Source: an optimization exercise on an open RTL-to-GDS flow (aim: a short achievable clock period and few clock cycles per item). Production flows keep margins and buffers that such runs may drop. The RTL was checked by simulation tests, not by an equivalence proof against the original design. Power and IR drop assume default switching activity.

--- design.v ---
package cpu_pkg;
    typedef logic [15:0] word_t;
    typedef logic [15:0] instr_t;
    typedef logic [7:0]  addr_t;
    typedef logic [3:0]  reg_idx_t;
    localparam logic [3:0] OP_ADD   = 4'h1;
    localparam logic [3:0] OP_CMP   = 4'h2;
    localparam logic [3:0] OP_LOAD  = 4'h3;
    localparam logic [3:0] OP_STORE = 4'h4;
    localparam logic [3:0] OP_BZ    = 4'h5;
    localparam logic [3:0] OP_HALT  = 4'h7;
    localparam logic [3:0] OP_ADDI  = 4'h8;
    localparam logic [3:0] OP_SUB   = 4'hd;
endpackage
`timescale 1ns/1ps
module cpu_top #(
    parameter cpu_pkg::addr_t RESET_PC = 8'h00
) (
    input  logic              clk,
    input  logic              reset,
    input  logic              start,
    input  cpu_pkg::instr_t   instruction,
    input  cpu_pkg::word_t    d_rdata,
    output cpu_pkg::addr_t    i_addr,
    output cpu_pkg::addr_t    d_addr,
    output cpu_pkg::word_t    d_wdata,
    output logic              d_we,
    output cpu_pkg::word_t    result,
    output logic              running
);
    localparam int IC_N = 32;
    logic          run_q;
    logic [7:0]    pc_q;         
    logic [7:0]    pc1_q, pc2_q, pc3_q;      
    logic [15:0]   rf [1:15];
    logic          z_q;
    logic [15:0]   ic_data [0:IC_N-1];
    logic [2:0]    ic_tag  [0:IC_N-1];
    logic [IC_N-1:0] ic_v;
    logic [15:0]   w1_q;         
    logic          w1v_q;        
    logic          d_v    [0:1];
    logic          d_alu  [0:1];     
    logic          d_addi [0:1];
    logic          d_sub  [0:1];     
    logic          d_ld   [0:1];
    logic          d_st   [0:1];
    logic          d_bz   [0:1];
    logic          d_halt;           
    logic [3:0]    d_rd   [0:1];
    logic [3:0]    d_ia   [0:1];     
    logic [3:0]    d_ib   [0:1];     
    logic [15:0]   d_ia_h [0:1];     
    logic [15:0]   d_ib_h [0:1];
    logic [15:0]   d_imm  [0:1];     
    logic          d_pred [0:1];     
    logic [7:0]    d_alt  [0:1];     
    logic [7:0]    d_alt1 [0:1];     
    logic [7:0]    d_alt2 [0:1];     
    logic [7:0]    d_alt3 [0:1];     
    logic [3:0]    d_rb, d_sd;       
    logic [15:0]   d_rb_h, d_sd_h;
    logic [3:0]    d_imm4;
    logic [4:0]    f_a [0:1];
    logic [4:0]    f_b [0:1];
    logic [4:0]    f_sd, f_rb;
    logic          x_we   [0:1];
    logic          x_setz [0:1];
    logic          x_sub  [0:1];
    logic          x_ld   [0:1];     
    logic [3:0]    x_rd   [0:1];
    logic [15:0]   x_a    [0:1];     
    logic [15:0]   x_b    [0:1];
    logic          w_we   [0:1];
    logic [3:0]    w_rd   [0:1];
    logic [15:0]   w_val  [0:1];
    logic [7:0]    addr_q;
    logic          we_q;
    logic [15:0]   wdata_q;
    function automatic logic [7:0] add8_4(input logic [7:0] x, input logic [3:0] imm);
        logic [3:0] g, p;
        logic [4:0] c;
        logic [3:0] hi1;
        g = x[3:0] & imm;
        p = x[3:0] ^ imm;
        c[0] = 1'b0;
        c[1] = g[0];
        c[2] = g[1] | (p[1] & g[0]);
        c[3] = g[2] | (p[2] & g[1]) | (p[2] & p[1] & g[0]);
        c[4] = g[3] | (p[3] & g[2]) | (p[3] & p[2] & g[1]) | (p[3] & p[2] & p[1] & g[0]);
        hi1 = {x[7] ^ (x[6] & x[5] & x[4]), x[6] ^ (x[5] & x[4]), x[5] ^ x[4], ~x[4]};
        add8_4 = {c[4] ? hi1 : x[7:4], p ^ c[3:0]};
    endfunction
    function automatic logic [15:0] carries(input logic [15:0] a, input logic [15:0] b,
                                            input logic cin);
        logic [15:0] g, p, gn, pn;
        g = a & b;
        p = a ^ b;
        g[0] = g[0] | (p[0] & cin);
        for (int l = 0; l < 4; l++) begin
            gn = g;
            pn = p;
            for (int i = 0; i < 16; i++) begin
                if (i >= (1 << l)) begin
                    gn[i] = g[i] | (p[i] & g[i - (1 << l)]);
                    pn[i] = p[i] & p[i - (1 << l)];
                end
            end
            g = gn;
            p = pn;
        end
        carries = {g[14:0], cin};
    endfunction
    function automatic logic [15:0] onehot(input logic [3:0] idx);
        onehot = 16'h0000;
        if (idx != 4'h0) onehot[idx] = 1'b1;
    endfunction
    logic [15:0] kp [0:1];
    logic [15:0] kc [0:1];
    logic [15:0] r  [0:1];           
    logic [15:0] rx [0:1][0:1];      
    logic        zf [0:1];
    always_comb begin
        for (int s = 0; s < 2; s++) begin
            kp[s] = x_a[s] ^ x_b[s];
            kc[s] = carries(x_a[s], x_b[s], x_sub[s]);
            r[s]  = kp[s] ^ kc[s];
            for (int c = 0; c < 2; c++) rx[s][c] = (kp[s] ^ {16{d_sub[c]}}) ^ kc[s];
            zf[s] = (kp[s] == {x_a[s][14:0] | x_b[s][14:0], x_sub[s]});
        end
    end
    logic zeff;
    assign zeff = x_setz[1] ? zf[1] : (x_setz[0] ? zf[0] : z_q);
    function automatic logic [15:0] rd_rf(input logic [15:0] h);
        logic [15:0] v;
        v = 16'h0000;
        for (int i = 1; i < 16; i++) v = v | ({16{h[i]}} & rf[i]);
        rd_rf = v;
    endfunction
    function automatic logic [15:0] slow_val(input logic [4:0] f, input logic [15:0] h);
        if (f[2]) begin
            slow_val = d_rdata;
        end else if (f[3]) begin
            slow_val = w_val[1];
        end else if (f[4]) begin
            slow_val = w_val[0];
        end else begin
            slow_val = rd_rf(h);
        end
    endfunction
    logic [15:0] n_a [0:1];
    logic [15:0] n_b [0:1];
    logic [15:0] n_sd, v_rb;
    always_comb begin
        for (int c = 0; c < 2; c++) begin
            n_a[c] = f_a[c][0] ? r[1] : (f_a[c][1] ? r[0] : slow_val(f_a[c], d_ia_h[c]));
            n_b[c] = d_addi[c] ? d_imm[c] :
                     (f_b[c][0] ? rx[1][c] :
                      (f_b[c][1] ? rx[0][c] : (slow_val(f_b[c], d_ib_h[c]) ^ {16{d_sub[c]}})));
        end
        n_sd = f_sd[0] ? r[1] : (f_sd[1] ? r[0] : slow_val(f_sd, d_sd_h));
        v_rb = slow_val({f_rb[4:3], 1'b0, 2'b00}, d_rb_h);
    end
    logic [7:0] n_addr;
    assign n_addr = f_rb[2] ? add8_4(d_rdata[7:0], d_imm4) : add8_4(v_rb[7:0], d_imm4);
    logic d_mem, halt0, lu, mis0, mis1, mis, take, i0, i1;
    logic [7:0] redir;
    assign d_mem = (d_v[0] && (d_ld[0] || d_st[0])) || (d_v[1] && (d_ld[1] || d_st[1]));
    assign halt0 = d_v[0] && d_halt;
    assign lu    = d_mem && (f_rb[0] || f_rb[1]);
    assign mis0  = d_v[0] && d_bz[0] && (d_pred[0] != zeff);
    assign take  = !(halt0 || lu);
    assign mis1  = d_v[1] && d_bz[1] && (d_pred[1] != zeff) && take;
    assign mis   = mis0 || mis1;
    assign redir = mis0 ? d_alt[0] : d_alt[1];
    logic [7:0] redir1, redir2, redir3;
    assign redir1 = mis0 ? d_alt1[0] : d_alt1[1];
    assign redir2 = mis0 ? d_alt2[0] : d_alt2[1];
    assign redir3 = mis0 ? d_alt3[0] : d_alt3[1];
    assign i0    = d_v[0] && take;
    assign i1    = d_v[1] && take && !mis0;
    logic [15:0] fw [0:1];
    assign fw[0] = instruction;
    assign fw[1] = w1_q;
    logic [3:0] fop [0:1];
    logic [3:0] frd [0:1];
    logic [3:0] frs [0:1];
    logic [3:0] frt [0:1];
    logic [3:0] fia [0:1];
    logic       faddi [0:1];
    logic       fsub  [0:1];
    logic       frr   [0:1];
    logic       falu  [0:1];
    logic       fld   [0:1];
    logic       fst   [0:1];
    logic       fmem  [0:1];
    logic       fbz   [0:1];
    logic       fhalt [0:1];
    always_comb begin
        for (int s = 0; s < 2; s++) begin
            fop[s]   = fw[s][15:12];
            frd[s]   = fw[s][11:8];
            frs[s]   = fw[s][7:4];
            frt[s]   = fw[s][3:0];
            faddi[s] = (fop[s] == cpu_pkg::OP_ADDI);
            fsub[s]  = (fop[s] == cpu_pkg::OP_SUB) || (fop[s] == cpu_pkg::OP_CMP);
            frr[s]   = (fop[s] == cpu_pkg::OP_ADD) || fsub[s];
            falu[s]  = frr[s] || faddi[s];
            fld[s]   = (fop[s] == cpu_pkg::OP_LOAD);
            fst[s]   = (fop[s] == cpu_pkg::OP_STORE);
            fmem[s]  = fld[s] || fst[s];
            fbz[s]   = (fop[s] == cpu_pkg::OP_BZ);
            fhalt[s] = (fop[s] == cpu_pkg::OP_HALT);
            fia[s]   = faddi[s] ? frd[s] : frs[s];
        end
    end
    logic zk, tk0, tk1, raw, p1, msel1, act, wr0;
    assign act = run_q | start;
    assign zk  = !((d_v[0] && d_alu[0]) || (d_v[1] && d_alu[1]) || x_setz[0] || x_setz[1]);
    assign tk0 = fbz[0] && (zk ? z_q : (fw[0][7:0] <= pc_q));
    assign tk1 = fbz[1] && (zk ? z_q : (fw[1][7:0] <= pc1_q));
    assign wr0 = (falu[0] || fld[0]) && (frd[0] != 4'h0);
    assign raw = wr0 && ((falu[1] && (fia[1] == frd[0])) ||
                         (frr[1] && (frt[1] == frd[0])) ||
                         (fmem[1] && (frs[1] == frd[0])) ||
                         (fst[1] && (frd[1] == frd[0])));
    assign p1  = w1v_q && !fhalt[0] && !fhalt[1] && !(fmem[0] && fmem[1]) && !raw &&
                 !(fbz[1] && falu[0]) && !tk0;
    assign msel1 = fmem[1] && !fmem[0];
    logic [7:0] t0n, t1n;
    assign t0n = fw[0][7:0] + 8'd1;
    assign t1n = fw[1][7:0] + 8'd1;
    logic [15:0] lw_s1, lw_s2, lw_t0, lw_t1;
    logic        lv_s1, lv_s2, lv_t0, lv_t1;
    assign lw_s1 = ic_data[pc1_q[4:0]];
    assign lv_s1 = ic_v[pc1_q[4:0]] && (ic_tag[pc1_q[4:0]] == pc1_q[7:5]);
    assign lw_s2 = ic_data[pc2_q[4:0]];
    assign lv_s2 = ic_v[pc2_q[4:0]] && (ic_tag[pc2_q[4:0]] == pc2_q[7:5]);
    logic [7:0] pcm1;
    logic       b_t0, b_t1;
    assign pcm1  = pc_q - 8'd1;
    assign b_t0  = (fw[0][7:0] == pcm1);
    assign b_t1  = (fw[1][7:0] == pcm1);
    assign lw_t0 = b_t0 ? fw[0] : ic_data[fw[0][4:0]];
    assign lv_t0 = b_t0 || (ic_v[fw[0][4:0]] && (ic_tag[fw[0][4:0]] == fw[0][7:5]));
    assign lw_t1 = b_t1 ? fw[0] : ic_data[fw[1][4:0]];
    assign lv_t1 = b_t1 || (ic_v[fw[1][4:0]] && (ic_tag[fw[1][4:0]] == fw[1][7:5]));
    logic nx_we [0:1];
    logic nx_ld [0:1];
    logic nw_we [0:1];
    always_comb begin
        nx_we[0] = i0 && d_alu[0] && (d_rd[0] != 4'h0);
        nx_ld[0] = i0 && d_ld[0] && (d_rd[0] != 4'h0);
        nx_we[1] = i1 && d_alu[1] && (d_rd[1] != 4'h0);
        nx_ld[1] = i1 && d_ld[1] && (d_rd[1] != 4'h0);
        for (int s = 0; s < 2; s++) nw_we[s] = x_we[s] || x_ld[s];
    end
    function automatic logic [4:0] src_of(input logic [3:0] n);
        logic r1, l1, r0, l0, h1, h0, q1, q0;
        r1 = nx_we[1] && (d_rd[1] == n);
        l1 = nx_ld[1] && (d_rd[1] == n);
        r0 = nx_we[0] && (d_rd[0] == n);
        l0 = nx_ld[0] && (d_rd[0] == n);
        q1 = nw_we[1] && (x_rd[1] == n);
        q0 = nw_we[0] && (x_rd[0] == n);
        h1 = r1 || l1;
        h0 = r0 || l0;
        src_of[0] = r1;
        src_of[1] = !h1 && r0;
        src_of[2] = l1 || (!h1 && l0);
        src_of[3] = !h1 && !h0 && q1;
        src_of[4] = !h1 && !h0 && !q1 && q0;
    endfunction
    logic [3:0] n_ia [0:1];
    logic [3:0] n_ib [0:1];
    logic [3:0] n_rbi, n_sdi;
    always_comb begin
        for (int s = 0; s < 2; s++) begin
            n_ia[s] = take ? fia[s] : d_ia[s];
            n_ib[s] = take ? (frr[s] ? frt[s] : 4'h0) : d_ib[s];
        end
        n_rbi = take ? (msel1 ? frs[1] : frs[0]) : d_rb;
        n_sdi = take ? (msel1 ? frd[1] : frd[0]) : d_sd;
    end
    always_ff @(posedge clk or posedge reset) begin
        if (reset) begin
            run_q <= 1'b0;
        end else if (!run_q) begin
            run_q <= start;
        end else if (halt0 && !x_we[0] && !x_we[1] && !x_ld[0] && !x_ld[1]) begin
            run_q <= 1'b0;
        end
    end
    always_ff @(posedge clk or posedge reset) begin
        if (reset) begin
            pc_q  <= RESET_PC;
            pc1_q <= RESET_PC + 8'd1;
            pc2_q <= RESET_PC + 8'd2;
            pc3_q <= RESET_PC + 8'd3;
            w1_q  <= 16'h0000;
            w1v_q <= 1'b0;
            d_v[0] <= 1'b0;
            d_v[1] <= 1'b0;
        end else if (mis) begin
            pc_q  <= redir;
            pc1_q <= redir1;
            pc2_q <= redir2;
            pc3_q <= redir3;
            w1v_q <= 1'b0;
            d_v[0] <= 1'b0;
            d_v[1] <= 1'b0;
        end else if (act && take) begin
            d_v[0] <= 1'b1;
            d_v[1] <= p1;
            if (tk0) begin
                pc_q  <= fw[0][7:0];
                pc1_q <= t0n;
                pc2_q <= fw[0][7:0] + 8'd2;
                pc3_q <= fw[0][7:0] + 8'd3;
                w1_q  <= lw_t0;
                w1v_q <= lv_t0;
            end else if (p1 && tk1) begin
                pc_q  <= fw[1][7:0];
                pc1_q <= t1n;
                pc2_q <= fw[1][7:0] + 8'd2;
                pc3_q <= fw[1][7:0] + 8'd3;
                w1_q  <= lw_t1;
                w1v_q <= lv_t1;
            end else if (p1) begin
                pc_q  <= pc2_q;
                pc1_q <= pc3_q;
                pc2_q <= pc3_q + 8'd1;
                pc3_q <= pc3_q + 8'd2;
                w1_q  <= lw_s2;
                w1v_q <= lv_s2;
            end else begin
                pc_q  <= pc1_q;
                pc1_q <= pc2_q;
                pc2_q <= pc3_q;
                pc3_q <= pc3_q + 8'd1;
                w1_q  <= lw_s1;
                w1v_q <= lv_s1;
            end
        end
    end
    logic [4:0] fill_i;
    assign fill_i = pcm1[4:0];
    always_ff @(posedge clk or posedge reset) begin
        if (reset) begin
            ic_v <= '0;
        end else if (act) begin
            ic_v[fill_i] <= 1'b1;
        end
    end
    always_ff @(posedge clk) begin
        if (act) begin
            ic_data[fill_i] <= fw[0];
            ic_tag[fill_i]  <= pcm1[7:5];
        end
    end
    always_ff @(posedge clk or posedge reset) begin
        if (reset) begin
            for (int s = 0; s < 2; s++) begin
                d_alu[s]  <= 1'b0;
                d_addi[s] <= 1'b0;
                d_sub[s]  <= 1'b0;
                d_ld[s]   <= 1'b0;
                d_st[s]   <= 1'b0;
                d_bz[s]   <= 1'b0;
                d_rd[s]   <= 4'h0;
                d_ia[s]   <= 4'h0;
                d_ib[s]   <= 4'h0;
                d_ia_h[s] <= 16'h0000;
                d_ib_h[s] <= 16'h0000;
                d_imm[s]  <= 16'h0000;
                d_pred[s] <= 1'b0;
                d_alt[s]  <= 8'h00;
                d_alt1[s] <= 8'h00;
                d_alt2[s] <= 8'h00;
                d_alt3[s] <= 8'h00;
            end
            d_halt <= 1'b0;
            d_rb   <= 4'h0;
            d_sd   <= 4'h0;
            d_rb_h <= 16'h0000;
            d_sd_h <= 16'h0000;
            d_imm4 <= 4'h0;
        end else if (take) begin
            for (int s = 0; s < 2; s++) begin
                d_alu[s]  <= falu[s];
                d_addi[s] <= faddi[s];
                d_sub[s]  <= fsub[s];
                d_ld[s]   <= fld[s];
                d_st[s]   <= fst[s];
                d_bz[s]   <= fbz[s];
                d_rd[s]   <= frd[s];
                d_ia[s]   <= fia[s];
                d_ib[s]   <= frr[s] ? frt[s] : 4'h0;
                d_ia_h[s] <= onehot(fia[s]);
                d_ib_h[s] <= onehot(frr[s] ? frt[s] : 4'h0);
                d_imm[s]  <= {{8{fw[s][7]}}, fw[s][7:0]};
            end
            d_pred[0] <= tk0;
            d_alt[0]  <= tk0 ? pc1_q : fw[0][7:0];
            d_alt1[0] <= tk0 ? pc2_q : t0n;
            d_alt2[0] <= tk0 ? pc3_q : fw[0][7:0] + 8'd2;
            d_alt3[0] <= tk0 ? pc3_q + 8'd1 : fw[0][7:0] + 8'd3;
            d_pred[1] <= tk1;
            d_alt[1]  <= tk1 ? pc2_q : fw[1][7:0];
            d_alt1[1] <= tk1 ? pc3_q : t1n;
            d_alt2[1] <= tk1 ? pc3_q + 8'd1 : fw[1][7:0] + 8'd2;
            d_alt3[1] <= tk1 ? pc3_q + 8'd2 : fw[1][7:0] + 8'd3;
            d_halt <= fhalt[0];
            d_rb   <= msel1 ? frs[1] : frs[0];
            d_sd   <= msel1 ? frd[1] : frd[0];
            d_rb_h <= onehot(msel1 ? frs[1] : frs[0]);
            d_sd_h <= onehot(msel1 ? frd[1] : frd[0]);
            d_imm4 <= msel1 ? frt[1] : frt[0];
        end
    end
    always_ff @(posedge clk or posedge reset) begin
        if (reset) begin
            for (int s = 0; s < 2; s++) begin
                f_a[s] <= 5'h00;
                f_b[s] <= 5'h00;
            end
            f_sd <= 5'h00;
            f_rb <= 5'h00;
        end else begin
            for (int s = 0; s < 2; s++) begin
                f_a[s] <= src_of(n_ia[s]);
                f_b[s] <= src_of(n_ib[s]);
            end
            f_sd <= src_of(n_sdi);
            f_rb <= src_of(n_rbi);
        end
    end
    always_ff @(posedge clk or posedge reset) begin
        if (reset) begin
            for (int s = 0; s < 2; s++) begin
                x_we[s]   <= 1'b0;
                x_setz[s] <= 1'b0;
                x_sub[s]  <= 1'b0;
                x_ld[s]   <= 1'b0;
                x_rd[s]   <= 4'h0;
                x_a[s]    <= 16'h0000;
                x_b[s]    <= 16'h0000;
            end
            addr_q  <= 8'h00;
            we_q    <= 1'b0;
            wdata_q <= 16'h0000;
        end else begin
            x_we[0]   <= nx_we[0];
            x_ld[0]   <= nx_ld[0];
            x_setz[0] <= i0 && d_alu[0];
            x_we[1]   <= nx_we[1];
            x_ld[1]   <= nx_ld[1];
            x_setz[1] <= i1 && d_alu[1];
            for (int s = 0; s < 2; s++) begin
                x_sub[s] <= d_sub[s];
                x_rd[s]  <= d_rd[s];
                x_a[s]   <= n_a[s];
                x_b[s]   <= n_b[s];
            end
            addr_q  <= n_addr;
            we_q    <= (i0 && d_st[0]) || (i1 && d_st[1]);
            wdata_q <= n_sd;
        end
    end
    always_ff @(posedge clk or posedge reset) begin
        if (reset) begin
            z_q <= 1'b0;
            for (int s = 0; s < 2; s++) begin
                w_we[s]  <= 1'b0;
                w_rd[s]  <= 4'h0;
                w_val[s] <= 16'h0000;
            end
        end else begin
            if (x_setz[1]) begin
                z_q <= zf[1];
            end else if (x_setz[0]) begin
                z_q <= zf[0];
            end
            for (int s = 0; s < 2; s++) begin
                w_we[s]  <= x_we[s] || x_ld[s];
                w_rd[s]  <= x_rd[s];
                w_val[s] <= x_ld[s] ? d_rdata : r[s];
            end
        end
    end
    always_ff @(posedge clk or posedge reset) begin
        if (reset) begin
            for (int i = 1; i < 16; i++) rf[i] <= 16'h0000;
        end else begin
            for (int i = 1; i < 16; i++) begin
                if (w_we[1] && (w_rd[1] == 4'(i))) begin
                    rf[i] <= w_val[1];
                end else if (w_we[0] && (w_rd[0] == 4'(i))) begin
                    rf[i] <= w_val[0];
                end
            end
        end
    end
    assign running = run_q;
    assign i_addr  = pc_q;
    assign d_addr  = addr_q;
    assign d_wdata = wdata_q;
    assign d_we    = we_q;
    assign result  = rf[15];
endmodule
--- constraint.sdc ---
create_clock -name core_clock -period 6.0 [get_ports {clk}]
set_input_delay 1.2000 -clock core_clock [delete_from_list [all_inputs] [get_ports {clk}]]
set_output_delay 1.2000 -clock core_clock [all_outputs]
set_load 0.01 [all_outputs]
--- run.sh ---
#!/bin/bash
# synth_recipe.tcl (not shown) runs the flow's synth.tcl, then flattens the netlist and writes it again
# the make line also repeats each setting of config.mk as NAME=value (left out here)
make -C /OpenROAD-flow-scripts/flow DESIGN_CONFIG=/design/flow/config.mk WORK_HOME=/design/flow/orfs CLKGATE_MAP_FILE= SYNTH_SCRIPT=/design/flow/synth_recipe.tcl finish
--- config.mk ---
export PLATFORM = sky130hd
export DESIGN_NAME = cpu_top
export DESIGN_NICKNAME = cpu_top
export VERILOG_FILES = /design/flow/design.v
export SDC_FILE = /design/flow/constraint.sdc
export NUM_CORES = 4
export LEC_CHECK = 0
export ABC_CLOCK_PERIOD_IN_PS = 2000
export CAP_MARGIN = 20
export CORE_MARGIN = 2
export CORE_UTILIZATION = 30
export SETUP_SLACK_MARGIN = 3.5
export SLEW_MARGIN = 20
export TNS_END_PERCENT = 100
==> results of run 1 <==
[where the power goes]
part	internal (mW)	switching [mW]
combinational	13.2	17.8
clock	6.13	4.25
sequential	12.0	4.51
total	31.3	26.6
[cell usage in the layout (no fill, tap or decap), drive strengths merged, types with 20 or more instances in the layout]
| cell | synthesis | final |
|---|---|---|
| a22oi | 607 | 607 |
| xnor2 | 171 | 171 |
| buf | 231 | 984 |
| o21ai | 391 | 391 |
| clkinv | 1 | 49 |
| o22ai | 120 | 120 |
| nand4 | 185 | 185 |
| a21oi | 528 | 528 |
| a22o | 59 | 59 |
| diode | 0 | 42 |
| mux2i | 539 | 539 |
| nand2 | 633 | 633 |
| bufinv | 0 | 20 |
| nand2b | 26 | 26 |
| a221oi | 20 | 20 |
| mux2 | 44 | 44 |
| dfrtp | 718 | 718 |
| a221o | 27 | 27 |
| a21o | 43 | 46 |
| clkbuf | 546 | 231 |
| nor3 | 54 | 54 |
| ha | 125 | 125 |
| and3 | 31 | 32 |
| mux4 | 680 | 680 |
| a31oi | 49 | 49 |
| nand3 | 93 | 93 |
| edfxtp | 608 | 608 |
| nor2 | 549 | 549 |
| xor2 | 113 | 113 |
| nor2b | 37 | 37 |
| a211oi | 149 | 149 |
| nor4 | 22 | 22 |
| inv | 159 | 149 |
| o221ai | 29 | 29 |
[sequential cells by signal, indices dropped and copies added, names as in the netlist, 16 cells and up]
name and cells:
ic_data 512, rf 240, ic_tag 96, ic_v 32, w_val 32, x_a 32
x_b 32, d_ia_h 30, d_ib_h 30, d_alt2 16, d_alt3 16, d_alt 16
d_imm 16, w1_q 16, wdata_q 16
[final cells by class]
class | count | share of cell area, %
multi-input combinational | 5524 | 46.5
sequential | 1330 | 32.5
timing repair buffer | 1041 | 11.3
tap | 3781 | 4.20
clock buffer | 211 | 3.99
clock inverter | 69 | 0.795
inverter | 160 | 0.626
antenna | 42 | 0.0933
timing repair inverter | 1 | 0.00667
[worst paths after layout]
kind	endpoint	slack, ns	depth (start not counted)
setup / recovery	w1_q[14]	2.64	11
max in group asynchronous	x_a[0][7]	3.68	3
hold / removal	pc3_q[3]	0.46	2
min in group asynchronous	rf[12][3]	0.94	2
hold reg to reg	pc3_q[3]	0.46	2
setup reg to reg	w1_q[14]	2.64	11
[layer usage]
layer,vias to the layer above,global-route usage [%],part of all wire (%)
met5,-,1.28,0.17
met1,40900,35.6,34
met4,45,19.3,9.1
met3,2499,14.4,17
met2,8039,41.1,40
li1,31200,-,-
[logic make-up after synthesis]
logic type / count (synthesis) / share of synthesized area [%]
compound gates: 2139 / 16.0
simple gates: 1695 / 8.69
flops: 1330 / 41.8
mux: 1263 / 24.4
buf+inv: 937 / 4.31
xor+xnor: 284 / 2.88
fa+ha+maj: 131 / 1.94
[metrics by stage]
| stage | cells | utilization [%] | TNS (ns) | power, mW |
|---|---|---|---|---|
| after CTS | 11900 | 37.0 | 0 | 53.0 |
| after floorplan | 7779 | - | -3661.19 | 29.4 |
| after detailed placement | 11100 | 32.1 | 0 | 38.8 |
| after global routing | 12100 | 39.0 | 0 | 58.7 |
| after global placement | 11100 | 32.1 | 0 | 38.5 |
| final | 12200 | 39.1 | 0 | 57.9 |
[critical path: stages (launching register included)]
cell and delay [ns]:
dfrtp_4 0.50, buf_4 0.21, clkinvlp_4 0.24, nand3_2 0.41
buf_4 0.41, o22ai_1 0.15, a2111oi_0 0.59, nor2_1 0.11
mux2i_1 0.19, nand2_1 0.16, nand3_1 0.14, a21oi_1 0.08
[timing repair]
action | 4_1_cts | 5_1_grt
buffers inserted | 393 | 244
resized for setup | 1218 | 728
cloned | 44 | 23
pin swaps | 243 | 322
setup endpoints to repair | 1131 | 1102
==> results.sh, run 1 <==
export IMPL_max_freq_ghz=0.298
export IMPL_grt_pass1_vias=77300
export IMPL_register_area_um2=36600
export IMPL_firstDrtPassIters=21
export IMPL_ys_warn_count=59
export IMPL_post_route_period_util_pct=56.0
export IMPL_end_kind="flop"
export IMPL_p_leak_nw=42.1
export IMPL_die_x_um=542
export IMPL_crit_path_start="w1_q[1]"
export IMPL_ys_ff_latch=1330
export IMPL_worstPathArrival_ns=4.13
export IMPL_clock_sinks=1330
export IMPL_drv_slew=0
export IMPL_yosysMostFrequentCell="dfrtp_1"
export IMPL_synthTopCellsByCount="dfrtp_1, mux4_2, nand2_1"
export IMPL_fp_row_count=197
export IMPL_status="complete, no violations"
export IMPL_min_period_ns=3.36
export IMPL_numCtsBuffers=161
export IMPL_yosysSeqAreaShare_pct=41.8
export IMPL_clock_skew_ns=0.0995
export IMPL_area_growth_synth_to_final_pct=29.5
export IMPL_die_area_um2=294000
export IMPL_hold_path_class="flop to flop"
export IMPL_num_vias=82600
export IMPL_maxCapViolations=0
export IMPL_crit_type="flop to flop"
export IMPL_start_util_pct=30.2
export IMPL_final_hold_viol_count=0
export IMPL_postPlaceCellArea_um2=92400
export IMPL_finalInstanceArea_um2=113000
export IMPL_crit_required_ns=6.77
export IMPL_wl_per_cell_um=37.7
export IMPL_ctsHtreeMaxLevel=4
export IMPL_grt_max_degree=127
export IMPL_core_um2=288000
export IMPL_drc=0
export IMPL_yosysTopAreaCell="edfxtp_1"
export IMPL_peakVddDrop_v=0.000429
export IMPL_setup_violations=0
export IMPL_ctsHoldBuffers=0
export IMPL_hold_start="d_alt3[0][3]"
export IMPL_max_slew_margin_rel_pct=13.8
export IMPL_clkTransAtPathRegs_ns=0.07
export IMPL_whs_ns=0.461
export IMPL_yosys_area_top_type_share_pct=21.0
export IMPL_multiInputGateArea_um2=52300
export IMPL_globalRouteOverflowTotal=0
export IMPL_grt_usage_pct=29.4
export IMPL_ant_nets=0
export IMPL_synth_cell_types=85
export IMPL_crit_fanout=10
export IMPL_cellPowerDensity_nw_per_um2=514
export IMPL_syn_inst=7779
export IMPL_grt_first_pass_wirelength_mm=616
export IMPL_cts_tree="done"
export IMPL_grt_antenna_before_repair=45
export IMPL_dpl_hpwl_mm=256
export IMPL_numPortBuffers=84
export IMPL_cts_max_path_buffers=4
export IMPL_setup_ws_ns=2.64
export IMPL_synth_edf_count=608
export IMPL_post_place_ws_ns=0.820
export IMPL_clk_latency_ns=0.92
export IMPL_syn_mean_instance_area_um2=11.2
export IMPL_synth_area_leaders="edfxtp_1, dfrtp_1, mux4_2"
export IMPL_fillers=26500
export IMPL_grt_setup_unrepaired="true"
export IMPL_r2r_start="w1_q[1]"
export IMPL_syn_nets=7945
export IMPL_cp_start_kind="flop"
export IMPL_async_reset_ff_share_pct=54.3
export IMPL_drtIter0Drc=15900
export IMPL_place_gp_congestion=1.03
export IMPL_drive_above_1_share_pct=35.1
export IMPL_dieHeight_um=542
export IMPL_drt_total_wl_mm=459
export IMPL_nets=8385
export IMPL_synthFlopType="dfrtp_1"
export IMPL_io_pins=85
export IMPL_root_buffer="clkbuf_16"
export IMPL_tightest_slew_ns=1.29
export IMPL_synth_area_um2=87000
export IMPL_vias_per_cell=6.79
Testbench counts, summed over its fixed seeds: cycles 18,284, instrs 23,116.
==> run 2: changes to the inputs <==
--- a/design.v
+++ b/design.v
@@ -73,2 +73,5 @@
     logic [15:0]   x_b    [0:1];
+    logic          x_bx   [0:1];     
+    logic          x_bo   [0:1];     
+    logic          x_ba   [0:1];     
     logic          w_we   [0:1];
@@ -94,3 +97,3 @@
     function automatic logic [15:0] carries(input logic [15:0] a, input logic [15:0] b,
-                                            input logic cin);
+                                            input logic cin, input logic bo, input logic ba);
         logic [15:0] g, p, gn, pn;
@@ -98,3 +101,3 @@
         p = a ^ b;
-        g[0] = g[0] | (p[0] & cin);
+        g[0] = (a[0] & bo) | ba;
         for (int l = 0; l < 4; l++) begin
@@ -125,6 +128,6 @@
             kp[s] = x_a[s] ^ x_b[s];
-            kc[s] = carries(x_a[s], x_b[s], x_sub[s]);
+            kc[s] = carries(x_a[s], x_b[s], x_sub[s], x_bo[s], x_ba[s]);
             r[s]  = kp[s] ^ kc[s];
             for (int c = 0; c < 2; c++) rx[s][c] = (kp[s] ^ {16{d_sub[c]}}) ^ kc[s];
-            zf[s] = (kp[s] == {x_a[s][14:0] | x_b[s][14:0], x_sub[s]});
+            zf[s] = (kp[s][15:1] == (x_a[s][14:0] | x_b[s][14:0])) && (x_a[s][0] == x_bx[s]);
         end
@@ -232,4 +235,4 @@
     assign t1n = fw[1][7:0] + 8'd1;
-    logic [15:0] lw_s1, lw_s2, lw_t0, lw_t1;
-    logic        lv_s1, lv_s2, lv_t0, lv_t1;
+    logic [15:0] lw_s1, lw_s2, lw_t0;
+    logic        lv_s1, lv_s2, lv_t0;
     assign lw_s1 = ic_data[pc1_q[4:0]];
@@ -239,10 +242,7 @@
     logic [7:0] pcm1;
-    logic       b_t0, b_t1;
+    logic       b_t0;
     assign pcm1  = pc_q - 8'd1;
     assign b_t0  = (fw[0][7:0] == pcm1);
-    assign b_t1  = (fw[1][7:0] == pcm1);
     assign lw_t0 = b_t0 ? fw[0] : ic_data[fw[0][4:0]];
     assign lv_t0 = b_t0 || (ic_v[fw[0][4:0]] && (ic_tag[fw[0][4:0]] == fw[0][7:5]));
-    assign lw_t1 = b_t1 ? fw[0] : ic_data[fw[1][4:0]];
-    assign lv_t1 = b_t1 || (ic_v[fw[1][4:0]] && (ic_tag[fw[1][4:0]] == fw[1][7:5]));
     logic nx_we [0:1];
@@ -326,4 +326,3 @@
                 pc3_q <= fw[1][7:0] + 8'd3;
-                w1_q  <= lw_t1;
-                w1v_q <= lv_t1;
+                w1v_q <= 1'b0;
             end else if (p1) begin
@@ -447,2 +446,5 @@
                 x_b[s]    <= 16'h0000;
+                x_bx[s]   <= 1'b0;
+                x_bo[s]   <= 1'b0;
+                x_ba[s]   <= 1'b0;
             end
@@ -463,2 +465,5 @@
                 x_b[s]   <= n_b[s];
+                x_bx[s]  <= n_b[s][0] ^ d_sub[s];
+                x_bo[s]  <= n_b[s][0] | d_sub[s];
+                x_ba[s]  <= n_b[s][0] & d_sub[s];
             end
==> results.sh, run 2 <==
export IMPL_status="complete, no violations"
export IMPL_p_total_mw=62.9
export IMPL_grt_antenna_before_repair=35
export IMPL_crit_required_ns=6.68
export IMPL_clock_skew_ns=0.0970
export IMPL_crit_fanout=8
export IMPL_ys_warn_count=62
export IMPL_p_leak_nw=41.0
export IMPL_reg_top3="ic_data x512, rf x240, ic_tag x96"
export IMPL_reg2reg_depth=13
export IMPL_clk_latency_ns=0.89
export IMPL_synthFlopType="dfrtp_1"
export IMPL_hold_start="d_alt2[0][4]"
export IMPL_crit_top_cell="or3_4"
export IMPL_async_reset_ff_share_pct=54.5
export IMPL_max_slew_margin_rel_pct=15.2
export IMPL_core_um2=276000
export IMPL_drt_total_wl_mm=429
export IMPL_yosysTopAreaCell="edfxtp_1"
export IMPL_ctsHoldBuffers=0
export IMPL_cts_tree="done"
export IMPL_io_pins=85
export IMPL_numCtsBuffers=161
export IMPL_grt_max_degree=113
export IMPL_place_gp_congestion=1.02
export IMPL_root_buffer="clkbuf_16"
export IMPL_min_to="pc2_q[4]"
export IMPL_whs_ns=0.480
export IMPL_cp_start_kind="flop"
export IMPL_synth_area_leaders="edfxtp_1, dfrtp_1, mux4_2"
export IMPL_die_area_um2=281000
export IMPL_firstDrtPassIters=14
export IMPL_fp_row_count=193
export IMPL_synth_area_um2=83100
export IMPL_worstPathArrival_ns=4.04
export IMPL_cp_slowest_cell="or3_4"
export IMPL_grt_first_pass_wirelength_mm=581
export IMPL_drtIter0Drc=14300
export IMPL_synth_cell_types=89
export IMPL_hold_path_class="flop to flop"
export IMPL_syn_mean_instance_area_um2=11.1
export IMPL_hold_depth=2
export IMPL_clock_sinks=1336
export IMPL_grt_usage_pct=28.9
export IMPL_peakVddDrop_v=0.000295
export IMPL_end_kind="flop"
export IMPL_r2r_end="pc_q[7]"
export IMPL_yosysSeqAreaShare_pct=43.9
export IMPL_r2r_start="x_b[0][3]"
export IMPL_final_hold_viol_count=0
export IMPL_dpl_hpwl_mm=241
export IMPL_setup_violations=0
export IMPL_r2r_slack_ns=2.64
export IMPL_max_freq_ghz=0.298
export IMPL_critPathMaxStageDelay_ns=0.43
export IMPL_min_period_ns=3.36
export IMPL_globalRouteOverflowTotal=0
export IMPL_syn_nets=7624
export IMPL_drv_slew=0
export IMPL_nets=8125
export IMPL_max_flop_register="ic_data"
export IMPL_ant_nets=0
export IMPL_numPortBuffers=84
export IMPL_clkTransAtPathRegs_ns=0.06
export IMPL_vias_per_cell=6.65
export IMPL_register_area_um2=36700
export IMPL_dieHeight_um=530
export IMPL_synth_edf_count=608
export IMPL_final_common_cell="dfrtp_1"
export IMPL_num_vias=78400
export IMPL_die_x_um=530
export IMPL_crit_type="flop to flop"
export IMPL_final_cell_mix="dfrtp_1, edfxtp_1, nand2_1, a22oi_1, buf_4"
export IMPL_largest_reg_flops=512
export IMPL_wl_per_cell_um=36.4
export IMPL_ys_ff_latch=1336
export IMPL_maxCapViolations=0
export IMPL_multiInputGateArea_um2=49500
export IMPL_post_route_period_util_pct=56.0
export IMPL_drc=0
export IMPL_grt_setup_unrepaired="true"
export IMPL_cts_max_path_buffers=4
export IMPL_yosys_area_top_type_share_pct=22.0
export IMPL_synthTopCellsByCount="dfrtp_1, nand2_1, a22oi_1, edfxtp_1, clkbuf_1"
export IMPL_fillers=25500
export IMPL_ctsHtreeMaxLevel=4
export IMPL_start_util_pct=30.1
export IMPL_tightest_slew_ns=1.27
export IMPL_cellPowerDensity_nw_per_um2=576
export IMPL_area_growth_synth_to_final_pct=31.3
export IMPL_grt_pass1_vias=74300
export IMPL_drive_above_1_share_pct=35.0
export IMPL_yosysMostFrequentCell="dfrtp_1"
export IMPL_cp_cell_sequence="inv_2 -> ha_4 -> xor2_1 -> nand4_1 -> nor4_4 -> buf_12 -> a221oi_4 -> or3_4 -> buf_16 -> or3_4 -> nor2_4 -> buf_6 -> a221oi_1"
export IMPL_syn_inst=7458
[run 2: cell types whose count changed after synthesis, sizes merged, moves of 42 or more]
cell    change
mux4      -156
a21oi     -100
buf        -95
nor2       -83
o21ai      -69
clkbuf     +43
o22ai      -42
[run 2: kinds of logic after synthesis]
kind of cell	count (synthesis)	synth area share [%]
adder cells (fa/ha/maj)	131	2.01
flip-flops	1336	43.9
multiplexers	1094	21.2
XOR/XNOR	283	3.09
AO/OA/AOI/OAI	1996	16.1
buffers and inverters	901	4.15
AND/OR/NAND/NOR	1717	9.58
[run 2: through the flow]
| step | setup WS (ns) | setup TNS (ns) | utilization, % | cells | instance area [um^2] |
|---|---|---|---|---|---|
| 2_1_floorplan | -5.17 | -3752.70 | - | 7458 | 83800 |
| 3_3_place_gp | 0.951 | 0 | 32.1 | 10800 | 88700 |
| 3_5_place_dp | 0.907 | 0 | 32.2 | 10800 | 88800 |
| 4_1_cts | 2.90 | 0 | 37.8 | 11600 | 104000 |
| 5_1_grt | 2.61 | 0 | 39.5 | 11800 | 109000 |
| 6_report | 2.64 | 0 | 39.5 | 11800 | 109000 |
[run 2: layout make-up]
class | count | area share [%]
inverter | 176 | 0.692
tap | 3705 | 4.25
timing repair buffer | 1044 | 11.2
clock inverter | 83 | 0.856
multi-input combinational | 5240 | 45.3
clock buffer | 197 | 3.98
antenna | 16 | 0.0367
sequential | 1336 | 33.6
[run 2: power breakdown]
group | leakage, nW | internal, mW | switching (mW)
logic | 23.7 | 15.2 | 20.4
clock network | 2.59 | 5.92 | 4.26
registers | 14.7 | 12.4 | 4.74
[run 2: how the worst max path moves through the flow]
stage                         start   endpoint  slack (ns)  cells past startpoint
floorplan                     reset  addr_q[0]       -5.17                      1
global placement    instruction[15]   w1_q[13]        0.95                     10
detailed placement  instruction[12]    w1_q[7]        0.91                     11
CTS                        w1_q[14]   pc3_q[7]        2.90                     10
global route              x_a[0][3]    pc_q[7]        2.61                     13
finish                    x_b[0][3]    pc_q[7]        2.64                     13
[run 2: routing by layer]
| metal | share of wire [%] | track usage, % | vias up |
|---|---|---|---|
| met3 | 15 | 11.4 | 2259 |
| met5 | 0.14 | 0.821 | - |
| met1 | 35 | 35.8 | 38900 |
| met2 | 40 | 40.7 | 7377 |
| met4 | 9.5 | 20.4 | 42 |
| li1 | - | - | 29900 |
[run 2: worst max-delay path, delay by kind of cell, from the launching register on]
kind | cells | cell delay, ns
AOI/OAI and AO/OA | 2 | 0.16
buffers and inverters | 4 | 0.57
DFF | 1 | 0.38
adders and majority gates | 1 | 0.28
and+or+nand+nor | 5 | 1.66
xor gates and xnor gates | 1 | 0.17
[run 2: timing repair]
| action | in CTS | in global routing |
|---|---|---|
| gates cloned | 43 | 28 |
| buffers inserted | 467 | 181 |
| hold endpoints to repair | 0 | 0 |
| gates resized for setup | 1402 | 528 |
| pin swaps | 320 | 287 |
| setup endpoints to repair | 1106 | 909 |
Testbench counts of run 2, summed over its fixed seeds: cycles 18,292, instrs 23,116.

-- port drivers added, routing unchanged --
Ports are ideal in the flow. The routed layouts listed here were re-timed in OpenROAD.
Step 1, drivers: a clkbuf_16 drives clk and a buf_2 each remaining input, both assumed.
Step 2 moves the port delays by t, midway between the first and last clock arrival at a register: inputs arrive t later, outputs are due t later. That takes back most of the time a late clock gives input paths.
a / b / c = ideal / step 1 / step 2; a / b = the first two.
run	shift t [ns]	setup slack, ns	worst hold slack (ns)	clock arrival spread, ns	worst register clock-pin slew, ns
run 1	0.979	2.643 / 2.643 / 1.864	0.461 / 0.461 / 0.461	0.104 / 0.104	0.07 / 0.07
run 2	0.932	2.643 / 2.643 / 1.868	0.480 / 0.480 / 0.480	0.115 / 0.116	0.07 / 0.07
After both steps every run listed still meets setup and hold. For run 1, which loses most, drivers alone change the setup slack by 0.000 ns; drivers and shift together by -0.779 ns.
